This design comes from an exercise in tuning for small area on the open sky130 flow, not from production work. In this exercise RTL edits were held to simulation tests only and were not proved equivalent to the original. Power and IR drop assume default switching activity.

--- flow/run.sh ---
#!/bin/bash
# synth_recipe.tcl (not shown) runs the flow's synth.tcl, then flattens the netlist and writes it again
# the make line also repeats each setting of config.mk as NAME=value (left out here)
make -C /OpenROAD-flow-scripts/flow DESIGN_CONFIG=/design/flow/config.mk WORK_HOME=/design/flow/orfs CLKGATE_MAP_FILE= SYNTH_SCRIPT=/design/flow/synth_recipe.tcl finish
--- flow/config.mk ---
export PLATFORM = sky130hd
export DESIGN_NAME = switch_top
export DESIGN_NICKNAME = switch_top
export VERILOG_FILES = /design/flow/design.v
export SDC_FILE = /design/flow/constraint.sdc
export NUM_CORES = 4
export LEC_CHECK = 0
export CAP_MARGIN = 20
export CORE_MARGIN = 2
export CORE_UTILIZATION = 40
export SLEW_MARGIN = 20
--- flow/constraint.sdc ---
create_clock -name core_clock -period 4.5 [get_ports {clk}]
set_input_delay 0.9000 -clock core_clock [delete_from_list [all_inputs] [get_ports {clk}]]
set_output_delay 0.9000 -clock core_clock [all_outputs]
set_load 0.01 [all_outputs]
--- flow/design.v ---
package switch_cfg_pkg;
	parameter int WORD_W = 10;   
	parameter int DEST_W = 2;    
	parameter int NPORTS = 4;    
	parameter int DEPTH_DEFAULT = 8;    
	parameter int AF_THR_DEFAULT = 6;   
endpackage
package switch_types_pkg;
	parameter int WORD_W = 10;
	parameter int DEST_W = 2;
	parameter int NPORTS = 4;
	typedef logic [WORD_W-1:0] word_t;       
	typedef logic [DEST_W-1:0] dest_t;       
	typedef logic [NPORTS-1:0] port_vec_t;   
	typedef logic [7:0]        thr_t;        
	typedef enum logic [1:0] {
		ST_RESET,    
		ST_INIT,     
		ST_IDLE,     
		ST_ACTIVE    
	} ctrl_state_t;
	typedef struct packed {
		word_t [NPORTS-1:0] head;    
		port_vec_t          empty;   
	} ingress_stat_t;
	typedef struct packed {
		port_vec_t push;   
		word_t     word;   
	} xfer_t;
endpackage
`timescale 1ns/100ps
module fifo_sync #(
	parameter int FIFO_DEPTH = switch_cfg_pkg::DEPTH_DEFAULT   
) (
	input  logic                    clk,
	input  logic                    arst_n,
	input  logic                    push,          
	input  logic                    pop,           
	input  switch_types_pkg::word_t wdata,
	input  switch_types_pkg::thr_t  af_thr,        
	output switch_types_pkg::word_t rdata,         
	output logic                    empty,
	output logic                    full,
	output logic                    almost_full
);
	localparam int PTR_W = (FIFO_DEPTH > 1) ? $clog2(FIFO_DEPTH) : 1;
	localparam int CNT_W = $clog2(FIFO_DEPTH + 1);   
	switch_types_pkg::word_t            mem [FIFO_DEPTH];   
	logic [PTR_W-1:0] wr_ptr;
	logic [PTR_W-1:0] rd_ptr;
	logic [CNT_W-1:0] count;              
	logic             do_push;
	logic             do_pop;
	function automatic logic [PTR_W-1:0] ptr_inc(input logic [PTR_W-1:0] p);
		if (p == PTR_W'(FIFO_DEPTH - 1)) begin
			ptr_inc = '0;
		end else begin
			ptr_inc = p + 1'b1;
		end
	endfunction
	assign do_push = push && !full;    
	assign do_pop  = pop && !empty;    
	always_ff @(posedge clk) begin
		if (do_push) begin
			mem[wr_ptr] <= wdata;
		end
	end
	always_ff @(posedge clk or negedge arst_n) begin
		if (!arst_n) begin
			wr_ptr <= '0;
			rd_ptr <= '0;
			count  <= '0;
		end else begin
			if (do_push) wr_ptr <= ptr_inc(wr_ptr);
			if (do_pop) rd_ptr <= ptr_inc(rd_ptr);
			case ({do_push, do_pop})
				2'b10:   count <= count + 1'b1;
				2'b01:   count <= count - 1'b1;
				default: count <= count;   
			endcase
		end
	end
	assign rdata = mem[rd_ptr];
	assign empty       = (count == '0);
	assign full        = (count == CNT_W'(FIFO_DEPTH));
	assign almost_full = (switch_types_pkg::thr_t'(count) >= af_thr);   
endmodule
`timescale 1ns/100ps
module ingress_queues #(
	parameter int FIFO_DEPTH = switch_cfg_pkg::DEPTH_DEFAULT
) (
	input  logic                                                 clk,
	input  logic                                                 arst_n,
	input  switch_types_pkg::port_vec_t                          in_push,
	input  switch_types_pkg::word_t [switch_cfg_pkg::NPORTS-1:0] in_word,
	input  switch_types_pkg::port_vec_t                          pop,
	input  switch_types_pkg::thr_t                               af_thr,
	output switch_types_pkg::ingress_stat_t                      stat,
	output switch_types_pkg::port_vec_t                          in_full    
);
	switch_types_pkg::word_t [switch_cfg_pkg::NPORTS-1:0] head;    
	switch_types_pkg::port_vec_t          empty;   
	for (genvar i = 0; i < switch_cfg_pkg::NPORTS; i++) begin : g_in_q
		fifo_sync #(
			.FIFO_DEPTH(FIFO_DEPTH)
		) u_fifo (
			.clk         (clk),
			.arst_n      (arst_n),
			.push        (in_push[i]),
			.pop         (pop[i]),       
			.wdata       (in_word[i]),
			.af_thr      (af_thr),
			.rdata       (head[i]),
			.empty       (empty[i]),
			.full        (in_full[i]),
			.almost_full ()              
		);
	end
	assign stat.head  = head;
	assign stat.empty = empty;
endmodule
`timescale 1ns/100ps
module route_arbiter (
	input  logic                            arb_en,     
	input  switch_types_pkg::ingress_stat_t stat,       
	input  switch_types_pkg::port_vec_t     eg_afull,   
	output switch_types_pkg::port_vec_t     pop,        
	output switch_types_pkg::xfer_t         xfer        
);
	logic  go;         
	switch_types_pkg::word_t mux_word;   
	switch_types_pkg::dest_t dest;       
	assign go = arb_en && !(|eg_afull);
	always_comb begin
		pop = '0;
		if (go) begin
			if (!stat.empty[0]) begin
				pop[0] = 1'b1;
			end else if (!stat.empty[1]) begin
				pop[1] = 1'b1;
			end else if (!stat.empty[2]) begin
				pop[2] = 1'b1;
			end else if (!stat.empty[3]) begin
				pop[3] = 1'b1;
			end
		end
	end
	always_comb begin
		mux_word = '0;   
		if (pop[0]) begin
			mux_word = stat.head[0];
		end else if (pop[1]) begin
			mux_word = stat.head[1];
		end else if (pop[2]) begin
			mux_word = stat.head[2];
		end else if (pop[3]) begin
			mux_word = stat.head[3];
		end
	end
	assign dest = mux_word[switch_cfg_pkg::WORD_W-1 -: switch_cfg_pkg::DEST_W];
	always_comb begin
		xfer = '0;
		if (|pop) begin
			xfer.word = mux_word;   
			case (dest)
				2'd0:    xfer.push[0] = 1'b1;
				2'd1:    xfer.push[1] = 1'b1;
				2'd2:    xfer.push[2] = 1'b1;
				default: xfer.push[3] = 1'b1;
			endcase
		end
	end
endmodule
`timescale 1ns/100ps
module egress_queues #(
	parameter int FIFO_DEPTH = switch_cfg_pkg::DEPTH_DEFAULT
) (
	input  logic                                                 clk,
	input  logic                                                 arst_n,
	input  switch_types_pkg::xfer_t                              xfer,
	input  switch_types_pkg::port_vec_t                          out_pop,
	input  switch_types_pkg::thr_t                               af_thr,
	output switch_types_pkg::word_t [switch_cfg_pkg::NPORTS-1:0] out_word,   
	output switch_types_pkg::port_vec_t                          out_empty,
	output switch_types_pkg::port_vec_t                          eg_afull    
);
	switch_types_pkg::port_vec_t push;    
	switch_types_pkg::word_t     wdata;   
	assign push  = xfer.push;
	assign wdata = xfer.word;
	for (genvar i = 0; i < switch_cfg_pkg::NPORTS; i++) begin : g_out_q
		fifo_sync #(
			.FIFO_DEPTH(FIFO_DEPTH)
		) u_fifo (
			.clk         (clk),
			.arst_n      (arst_n),
			.push        (push[i]),
			.pop         (out_pop[i]),   
			.wdata       (wdata),
			.af_thr      (af_thr),
			.rdata       (out_word[i]),
			.empty       (out_empty[i]),
			.full        (),             
			.almost_full (eg_afull[i])
		);
	end
endmodule
`timescale 1ns/100ps
module flow_ctrl_fsm (
	input  logic                          clk,
	input  logic                          arst_n,
	input  logic                          init,        
	input  switch_types_pkg::thr_t        thr_in,      
	input  switch_types_pkg::port_vec_t   in_empty,    
	input  switch_types_pkg::port_vec_t   out_empty,   
	output logic                          arb_en,
	output switch_types_pkg::thr_t        af_thr,      
	output switch_types_pkg::ctrl_state_t state
);
	switch_types_pkg::ctrl_state_t state_nxt;
	logic        in_all_empty;    
	logic        out_all_empty;   
	assign in_all_empty  = &in_empty;
	assign out_all_empty = &out_empty;
	always_comb begin
		state_nxt = state;
		case (state)
			switch_types_pkg::ST_RESET:  state_nxt = switch_types_pkg::ST_INIT;   
			switch_types_pkg::ST_INIT: begin
				if (!init) state_nxt = switch_types_pkg::ST_IDLE;
			end
			switch_types_pkg::ST_IDLE: begin
				if (!in_all_empty) state_nxt = switch_types_pkg::ST_ACTIVE;   
			end
			switch_types_pkg::ST_ACTIVE: begin
				if (in_all_empty && out_all_empty) begin
					state_nxt = switch_types_pkg::ST_IDLE;   
				end
			end
			default:   state_nxt = switch_types_pkg::ST_RESET;
		endcase
		if (init) begin
			state_nxt = switch_types_pkg::ST_INIT;
		end
	end
	always_ff @(posedge clk or negedge arst_n) begin
		if (!arst_n) begin
			state <= switch_types_pkg::ST_RESET;
		end else begin
			state <= state_nxt;
		end
	end
	always_ff @(posedge clk or negedge arst_n) begin
		if (!arst_n) begin
			af_thr <= switch_types_pkg::thr_t'(switch_cfg_pkg::AF_THR_DEFAULT);
		end else if (state == switch_types_pkg::ST_INIT && init) begin
			af_thr <= thr_in;   
		end
	end
	assign arb_en = (state == switch_types_pkg::ST_IDLE) || (state == switch_types_pkg::ST_ACTIVE);
endmodule
`timescale 1ns/100ps
module switch_top #(
	parameter int FIFO_DEPTH = switch_cfg_pkg::DEPTH_DEFAULT   
) (
	input  logic                                                 clk,
	input  logic                                                 arst_n,
	input  logic                                                 init,
	input  switch_types_pkg::thr_t                               thr_in,
	input  switch_types_pkg::port_vec_t                          in_push,
	input  switch_types_pkg::word_t [switch_cfg_pkg::NPORTS-1:0] in_word,
	output switch_types_pkg::port_vec_t                          in_full,
	input  switch_types_pkg::port_vec_t                          out_pop,
	output switch_types_pkg::word_t [switch_cfg_pkg::NPORTS-1:0] out_word,
	output switch_types_pkg::port_vec_t                          out_empty,
	output switch_types_pkg::port_vec_t                          eg_afull,
	output switch_types_pkg::ctrl_state_t                        state
);
	switch_types_pkg::ingress_stat_t in_stat;   
	switch_types_pkg::port_vec_t     in_pop;    
	switch_types_pkg::xfer_t         xfer;      
	logic          arb_en;
	switch_types_pkg::thr_t          af_thr;    
	ingress_queues #(
		.FIFO_DEPTH(FIFO_DEPTH)
	) u_ingress (
		.clk     (clk),
		.arst_n  (arst_n),
		.in_push (in_push),
		.in_word (in_word),
		.pop     (in_pop),
		.af_thr  (af_thr),
		.stat    (in_stat),
		.in_full (in_full)
	);
	route_arbiter u_arbiter (
		.arb_en   (arb_en),
		.stat     (in_stat),
		.eg_afull (eg_afull),
		.pop      (in_pop),
		.xfer     (xfer)
	);
	egress_queues #(
		.FIFO_DEPTH(FIFO_DEPTH)
	) u_egress (
		.clk       (clk),
		.arst_n    (arst_n),
		.xfer      (xfer),
		.out_pop   (out_pop),
		.af_thr    (af_thr),
		.out_word  (out_word),
		.out_empty (out_empty),
		.eg_afull  (eg_afull)
	);
	flow_ctrl_fsm u_ctrl (
		.clk       (clk),
		.arst_n    (arst_n),
		.init      (init),
		.thr_in    (thr_in),
		.in_empty  (in_stat.empty),
		.out_empty (out_empty),
		.arb_en    (arb_en),
		.af_thr    (af_thr),
		.state     (state)
	);
endmodule
==> run_results.csv <==
group,metric,value,unit
run_status,status,"complete, no violations",
grt,grtUsageTotal,16.5,%
finish,register_area,21500,um^2
finish,syn_to_final_growth,18.0,%
worst_setup_path,reg2reg_from,"u_ingress.g_in_q[0].u_fifo.count[0]",
die,core,74400,um^2
sta,tightest_slew,1.03,ns
die,die-width,278,um
drt,routed_wl,63100,um
sta,fin_skew,0.0247,ns
finish,multi_input_area,8410,um^2
power,p_int,15.6,mW
cts,cts-root-buf,"clkbuf_16",
worst_setup_path,worstPathArrival,4.57,ns
cts,path_clk_slew,0.06,ns
power,p_switching,6.92,mW
cts,cts_buffer_depth,3,
synth,async_flop_share,12.3,%
drt,drtAntennaViolNets,0,
die,die-area,77400,um^2
finish,antennaDiodeCount,0,
synth,yosys_most_used_dff,"edfxtp_1",
drt,drt_iter0_drc,1021,
placed_design,gp_congestion,0.796,
sta,rsz0062_at_grt,"no",
power,power_density,635,nW/um^2
sta,fin_crit_sh,90.6,%
die,die_y,278,um
grt,grt_pass1_wl,95800,um
sta,finalSetupTns,0,ns
power,total_power,22.5,mW
cts,ctsResizeCount,0,
worst_setup_path,crit_path_end_kind,"register",
cts,cts-htree-levels,3,
synth,ys_seq_area_share,71.4,%
power,switching_share,30.7,%
cts,numCtsBuffers,74,
sta,finalMaxSlewViolations,0,
sta,finalSetupViolCount,0,
grt,grt_max_degree,37,
synth,syn_inst,1582,
power,leakage,12.1,nW
grt,grt_overflow_total,0,
drt,vias_per_cell,5.28,
job,maxCapViolations,0,
min_path,holdCritPathClass,"input port to asynchronous set/reset pin",
sta,hold_viol_final,0,
placed_design,place.detailed.hpwl,40900,um
finish,layout_commonest_cell,"edfxtp_1",
cts,clk_latency,0.63,ns
worst_setup_path,r2r-end,"u_egress.g_out_q[2].u_fifo.count[2]",
worst_setup_path,worst-setup-path-type,"register to register",
die,io_pins,113,
synth,synth_area_leader_cell,"edfxtp_1",
synth,synth_cell_types,51,
finish,fin_nets,1929,
die,core.rowCount,100,
cts,cts_hold_buffers,0,
drt,vias,14900,
drt,wire_per_inst,22.3,um
worst_setup_path,reg2reg_depth,12,
drt,drcViolationCount,0,
sta,fmax,245,MHz
synth,ys_ff_latch,730,
grt,grt_pass1_vias,15700,
die,start_util,40.4,%
finish,mostFrequentLayoutCells,"640 x edfxtp_1, 156 x mux4_2, 111 x clkdlybuf4s50_1, 95 x buf_4, 88 x dfrtp_1",
cts,cts_tree,"done",
power,pwr-share-comb,29.8,%
drt,dr.pass1.iters,5,
power,clockPowerShare,26.9,%
synth,synth_edf_count,640,
placed_design,placed_cells,2687,
cts,post_cts_buffers,0,
finish,fin_cells,2825,
power,seqPwrFrac,43.3,%
worst_setup_path,cp-start-kind,"register",
synth,syn_area,30100,um^2
finish,drive_gt1_share,26.1,%
sta,min_period,4.08,ns
worst_setup_path,reg2reg_setup_slack,0.42,ns
synth,synthDominantCellAreaShare,63.9,%
synth,ys_warn_count,3,
worst_setup_path,cp.required,4.99,ns
synth,syn_nets,1717,
sta,hold_ws,0.272,ns
power,peakVddDrop,0.000307,V
worst_setup_path,critPathMaxFanout,13,
synth,synth_area_per_cell,19.0,um^2
finish,fillers,6165,
cts,cts_num_sinks,730,
grt,antenna_found_initial,3,
synth,netlist_top_cells_area,"edfxtp_1 64%, mux4_2 12%, dfrtp_1 7.3%",
placed_design,port_buffers,112,
sta,max_slew_margin,31.2,%
[metal layers]
metal	up-vias	GRT usage (%)	part of all wire, %
li1	6774	-	-
met1	7744	21.3	43
met2	296	27.9	50
met3	100	3.72	4.8
met4	6	4.92	2.6
met5	-	0	0.055
[flip-flops by register name, summed over array words and instances, names as in the netlist]
| name | flops |
|---|---|
| u_ingress.g_in_q.u_fifo.mem | 320 |
| u_egress.g_out_q.u_fifo.mem | 320 |
| u_ingress.g_in_q.u_fifo.count | 16 |
| u_ctrl.af_thr | 8 |
| u_ingress.g_in_q.u_fifo.rd_ptr | 12 |
| u_ingress.g_in_q.u_fifo.wr_ptr | 12 |
| u_egress.g_out_q.u_fifo.count | 16 |
| u_egress.g_out_q.u_fifo.rd_ptr | 12 |
| u_ctrl.state | 2 |
| u_egress.g_out_q.u_fifo.wr_ptr | 12 |
[power by group through the flow]
stage                     Combinational [mW]  Clock [mW]  Sequential (mW)
final                                   6.72        6.07             9.75
after CTS                               6.89        6.23             9.76
after global routing                    7.35        6.48             9.89
after detailed placement                6.87           0             9.90
after global placement                  6.70           0             9.82
after floorplan                         4.51           0             9.44
[stage by stage]
stage | setup slack, ns | util, % | instance area, um^2
3_5_place_dp | 0.484 | 44.4 | 33100
3_3_place_gp | 0.560 | 44.4 | 33100
4_1_cts | 0.454 | 47.7 | 35500
5_1_grt | 0.271 | 47.7 | 35500
6_report | 0.422 | 47.7 | 35500
2_1_floorplan | 0.455 | - | 30100
[Yosys cell counts, drive strengths merged (24+ instances only)]
cell / number
mux2: 81
edfxtp: 640
dfrtp: 88
xor2: 24
ha: 72
nor3: 59
inv: 36
buf: 35
nand2: 59
mux4: 156
nor2: 55
clkbuf: 36
mux2i: 48
[logic make-up (layout without fill, tap and decap cells)]
group | Yosys count | after routing | share of synthesized area [%]
adder cells (fa/ha/maj) | 76 | 76 | 3.26
buffers and inverters | 107 | 381 | 1.57
AND/OR/NAND/NOR | 272 | 272 | 4.73
XOR/XNOR | 36 | 36 | 1.05
multiplexers | 285 | 285 | 16.3
flip-flops | 730 | 730 | 71.4
AO/OA/AOI/OAI | 76 | 76 | 1.66
[worst max-delay path, cell delays in order, from the launching register on]
cell,delay (ns)
dfrtp_1,0.45
or4_1,0.60
or4_4,0.64
o22a_1,0.23
and3_4,0.22
or4_4,0.61
ha_1,0.32
xor2_1,0.17
ha_1,0.19
a21oi_1,0.15
xor2_1,0.17
nor2_1,0.07
xor2_1,0.14
[cell type report]
cell class,instances,share of cell area [%]
Clock buffer,99,5.62
Clock inverter,39,1.19
Inverter,36,0.381
Multi-Input combinational cell,745,23.7
Sequential cell,730,60.5
Tap cell,969,3.42
Timing Repair Buffer,207,5.20
[how the worst max path moves through the flow]
| stage | end | start | cells past startpoint | slack, ns |
|---|---|---|---|---|
| after floorplan | u_egress.g_out_q[3].u_fifo.mem[1][0] | u_ingress.g_in_q[0].u_fifo.count[0] | 8 | 0.46 |
| after global placement | u_egress.g_out_q[3].u_fifo.count[2] | u_ingress.g_in_q[0].u_fifo.count[0] | 12 | 0.56 |
| after detailed placement | u_egress.g_out_q[3].u_fifo.count[2] | u_ingress.g_in_q[0].u_fifo.count[0] | 12 | 0.48 |
| after CTS | u_egress.g_out_q[2].u_fifo.count[2] | u_ingress.g_in_q[0].u_fifo.count[0] | 12 | 0.45 |
| after global routing | u_egress.g_out_q[2].u_fifo.count[2] | u_ingress.g_in_q[0].u_fifo.count[0] | 12 | 0.27 |
| final | u_egress.g_out_q[2].u_fifo.count[2] | u_ingress.g_in_q[0].u_fifo.count[0] | 12 | 0.42 |

[re-timing with driven ports]
The results above use ideal ports. As a check the final layout listed here was re-extracted and re-timed, cells and wires unchanged. Step 1: set_driving_cell puts a clkbuf_16 on clk and a buf_2 on each other input, an assumption about the parent block. Step 2 adds t to the input delays and takes it off the output delays; t is the mean of the earliest and latest rising clock arrival at the registers after step 1. Input paths then give back, and output paths get back, about the clock's delay inside the block. Slacks: ideal ports / drivers / drivers and shift; pairs: ideal ports / drivers.
shift t [ns]: 0.673
setup slack, ns: 0.422 / 0.422 / 0.422
slew at the worst register clock pin (ns): 0.06 / 0.06
After both steps this run still meets setup and hold. For this run, drivers alone change the setup slack by 0.000 ns; drivers and shift together by 0.000 ns.
